Background: an optimization exercise with open tools, aiming at small area and a short achievable clock period. Do not read the settings as production practice.
Function was checked by simulation only, so behaviour that the tests miss may differ from the original.

==> flow/design.v <==
package typedef_collection;
  localparam int unsigned REGSIZE = 8;
  typedef logic [REGSIZE-1:0] DEFAULT_TYPE;
  typedef enum logic [1:0] {
    MEMORY_STAY  = 2'b00,
    MEMORY_READ  = 2'b01,
    MEMORY_WRITE = 2'b10
  } MEMORY_FLAG_TYPE;
  typedef enum logic {
    CLEAR = 1'b0,
    READY = 1'b1
  } MEMORY_STATE_TYPE;
endpackage
module memory_array (
  input  logic         CLOCK,
  input  logic [255:0] sel_write,   
  input  logic [255:0] sel_load,    
  input  logic [7:0]   load_data,
  input  logic [7:0]   cpu_data,
  input  logic [255:0] sel_read,    
  input  logic [7:0]   rd_extra,
  output logic [7:0]   rdata
);
  logic [7:0] mem [256];
  genvar w;
  generate
    for (w = 0; w < 256; w++) begin : g_word
      always_ff @(posedge CLOCK)
        if (sel_write[w]) mem[w] <= sel_load[w] ? load_data : cpu_data;
    end
  endgenerate
  always_comb begin
    rdata = rd_extra;
    for (int i = 0; i < 256; i++) rdata = rdata | ({8{sel_read[i]}} & mem[i]);
  end
endmodule
module memory_responder (
  input  logic            CLOCK,
  input  logic            RESET,
  input  logic [1:0]      ctrl_bus,
  input  logic [7:0]      addr_bus,
  input  logic [7:0]      write_bus,
  output logic [7:0]      read_bus,
  input  logic            load_valid,
  input  logic [7:0]      load_addr,
  input  logic [7:0]      load_data,
  output logic            mem_ready,
  output logic [7:0]      io_out,
  output logic [7:0]      write_count
);
  logic         state;
  logic [7:0]   clear_ptr;
  logic [15:0]  a_hi, a_lo, r_hi, l_hi, l_lo, c_hi, c_lo;
  logic [255:0] sel_read, sel_load, sel_write;
  logic [7:0]   cpu_data;
  logic [7:0]   rdata_c;
  logic         clr_c, cpu_wr_c, load_we_c, cpu_we_c, rd_c;
  assign clr_c     = RESET || !state;
  assign cpu_wr_c  = !clr_c && (ctrl_bus == typedef_collection::MEMORY_WRITE);
  assign load_we_c = !clr_c && load_valid;
  assign cpu_we_c  = cpu_wr_c && !(load_valid && (load_addr == addr_bus));
  assign cpu_data  = write_bus & {8{!clr_c}};
  assign rd_c      = !RESET && (ctrl_bus == typedef_collection::MEMORY_READ);
  always_comb begin
    for (int j = 0; j < 16; j++) begin
      a_hi[j] = (addr_bus[7:4] == 4'(j));
      a_lo[j] = (addr_bus[3:0] == 4'(j));
      r_hi[j] = rd_c && a_hi[j];
      l_hi[j] = load_we_c && (load_addr[7:4] == 4'(j));
      l_lo[j] = (load_addr[3:0] == 4'(j));
      c_hi[j] = clr_c || (cpu_wr_c && a_hi[j]);
      c_lo[j] = clr_c || a_lo[j];
    end
  end
  always_comb begin
    for (int i = 0; i < 256; i++) begin
      sel_read[i] = r_hi[i / 16] && a_lo[i % 16];
      sel_load[i] = l_hi[i / 16] && l_lo[i % 16];
      sel_write[i] = sel_load[i] || (c_hi[i / 16] && c_lo[i % 16]);
    end
  end
  memory_array u_array (
    .CLOCK     (CLOCK),
    .sel_write (sel_write),
    .sel_load  (sel_load),
    .load_data (load_data),
    .cpu_data  (cpu_data),
    .sel_read  (sel_read),
    .rd_extra  (read_bus & {8{!RESET && (ctrl_bus != typedef_collection::MEMORY_READ)}}),
    .rdata     (rdata_c)
  );
  always_ff @(posedge CLOCK) read_bus <= rdata_c;
  always_ff @(posedge CLOCK) begin
    if (RESET) begin
      state       <= 1'b0;
      clear_ptr   <= '0;
      io_out      <= '0;
      write_count <= '0;
      mem_ready   <= 1'b0;
    end else if (!state) begin
      clear_ptr <= clear_ptr + 8'd1;
      if (clear_ptr == 8'hFF) begin
        state     <= 1'b1;
        mem_ready <= 1'b1;
      end
    end else begin
      if (cpu_we_c) begin
        if (write_count != 8'hFF) write_count <= write_count + 8'd1;
        if (addr_bus == 8'hFF) io_out <= write_bus;
      end
    end
  end
endmodule
==> flow/config.mk <==
export PLATFORM = sky130hd
export DESIGN_NAME = memory_responder
export DESIGN_NICKNAME = memory_responder
export VERILOG_FILES = /design/flow/design.v
export SDC_FILE = /design/flow/constraint.sdc
export NUM_CORES = 4
export LEC_CHECK = 0
export CAP_MARGIN = 20
export CORE_MARGIN = 2
export CORE_UTILIZATION = 50
export SETUP_SLACK_MARGIN = 1.5
export SLEW_MARGIN = 20
export SYNTH_HIERARCHICAL = 1
export TNS_END_PERCENT = 0
==> flow/constraint.sdc <==
create_clock -name core_clock -period 4.0 [get_ports {CLOCK}]
set_input_delay 0.8000 -clock core_clock [delete_from_list [all_inputs] [get_ports {CLOCK}]]
set_output_delay 0.8000 -clock core_clock [all_outputs]
set_load 0.01 [all_outputs]
standard.sh (not shown) runs the stock make flow with config.mk's settings and CLKGATE_MAP_FILE= SYNTH_SCRIPT=/design/flow/synth_recipe.tcl, a recipe that flattens the netlist after the stock synthesis.
==> flow/flow/run.sh <==
#!/bin/bash
set -euo pipefail
bash standard.sh \
  "BUFFER_PORTS_ARGS=-buffer_cell sky130_fd_sc_hd__buf_4" \
  "CTS_ARGS=-sink_clustering_enable -repair_clock_nets -dont_use_dummy_load -sink_clustering_size 24 -sink_clustering_max_diameter 100" \
  finish > orfs_make.log 2>&1
The baseline aborted during 5_1_grt on GRT-0116.
Change:
--- a/flow/design.v
+++ b/flow/design.v
@@ -16,4 +16,5 @@
   input  logic [255:0] sel_write,   
   input  logic [255:0] sel_load,    
+  input  logic [255:0] sel_cpu,     
   input  logic [7:0]   load_data,
   input  logic [7:0]   cpu_data,
@@ -23,15 +24,42 @@
 );
   logic [7:0] mem [256];
-  genvar w;
+  logic [7:0] grp_n [86];           
+  genvar w, g;
   generate
     for (w = 0; w < 256; w++) begin : g_word
       always_ff @(posedge CLOCK)
-        if (sel_write[w]) mem[w] <= sel_load[w] ? load_data : cpu_data;
+        if (sel_write[w])
+          mem[w] <= ({8{sel_load[w]}} & load_data) | ({8{sel_cpu[w]}} & cpu_data);
     end
+    for (g = 0; g < 85; g++) begin : g_grp
+      read_group u_grp (
+        .sel   (sel_read[3*g+2:3*g]),
+        .word0 (mem[3*g]),
+        .word1 (mem[3*g+1]),
+        .word2 (mem[3*g+2]),
+        .out_n (grp_n[g])
+      );
+    end
+    read_group u_grp_last (
+      .sel   ({2'b00, sel_read[255]}),
+      .word0 (mem[255]),
+      .word1 (8'h00),
+      .word2 (8'h00),
+      .out_n (grp_n[85])
+    );
   endgenerate
   always_comb begin
     rdata = rd_extra;
-    for (int i = 0; i < 256; i++) rdata = rdata | ({8{sel_read[i]}} & mem[i]);
+    for (int i = 0; i < 86; i++) rdata = rdata | ~grp_n[i];
   end
+endmodule
+module read_group (
+  input  logic [2:0] sel,
+  input  logic [7:0] word0,
+  input  logic [7:0] word1,
+  input  logic [7:0] word2,
+  output logic [7:0] out_n
+);
+  assign out_n = ~(({8{sel[0]}} & word0) | ({8{sel[1]}} & word1) | ({8{sel[2]}} & word2));
 endmodule
 module memory_responder (
@@ -52,5 +80,5 @@
   logic [7:0]   clear_ptr;
   logic [15:0]  a_hi, a_lo, r_hi, l_hi, l_lo, c_hi, c_lo;
-  logic [255:0] sel_read, sel_load, sel_write;
+  logic [255:0] sel_read, sel_load, sel_cpu, sel_write;
   logic [7:0]   cpu_data;
   logic [7:0]   rdata_c;
@@ -77,4 +105,5 @@
       sel_read[i] = r_hi[i / 16] && a_lo[i % 16];
       sel_load[i] = l_hi[i / 16] && l_lo[i % 16];
+      sel_cpu[i]   = c_hi[i / 16] && c_lo[i % 16] && !sel_load[i];
       sel_write[i] = sel_load[i] || (c_hi[i / 16] && c_lo[i % 16]);
     end
@@ -84,4 +113,5 @@
     .sel_write (sel_write),
     .sel_load  (sel_load),
+    .sel_cpu   (sel_cpu),
     .load_data (load_data),
     .cpu_data  (cpu_data),
Result: The new run completed with no timing, DRC or antenna violations. Synthesized area shrinks by 3.4%. Synthesized cell count grows by 2.0%.

==> re-timing with driven ports <==
The results above use ideal ports. As a check the final layout listed here was re-extracted and re-timed, cells and wires unchanged.
Step 1 (the two cells are an assumption about what drives the block):
set clk [get_ports {CLOCK}]
set_driving_cell -lib_cell sky130_fd_sc_hd__clkbuf_16 $clk
set_driving_cell -lib_cell sky130_fd_sc_hd__buf_2 [delete_from_list [all_inputs] $clk]
Step 2 moves the port delays by t, midway between the first and last clock arrival at a register: inputs arrive t later, outputs are due t later. That takes back most of the time a late clock gives input paths.
Slacks: ideal ports / drivers / drivers and shift; pairs: ideal ports / drivers.
run: the second run
t, ns: 0.866
setup WS [ns]: 0.856 / 0.836 / -0.030
worst setup path after step 2: input to register
Met with ideal ports but missed after step 2: setup timing in the second run. The setup slack of the second run moves by -0.020 ns with the drivers and by -0.886 ns with both steps.
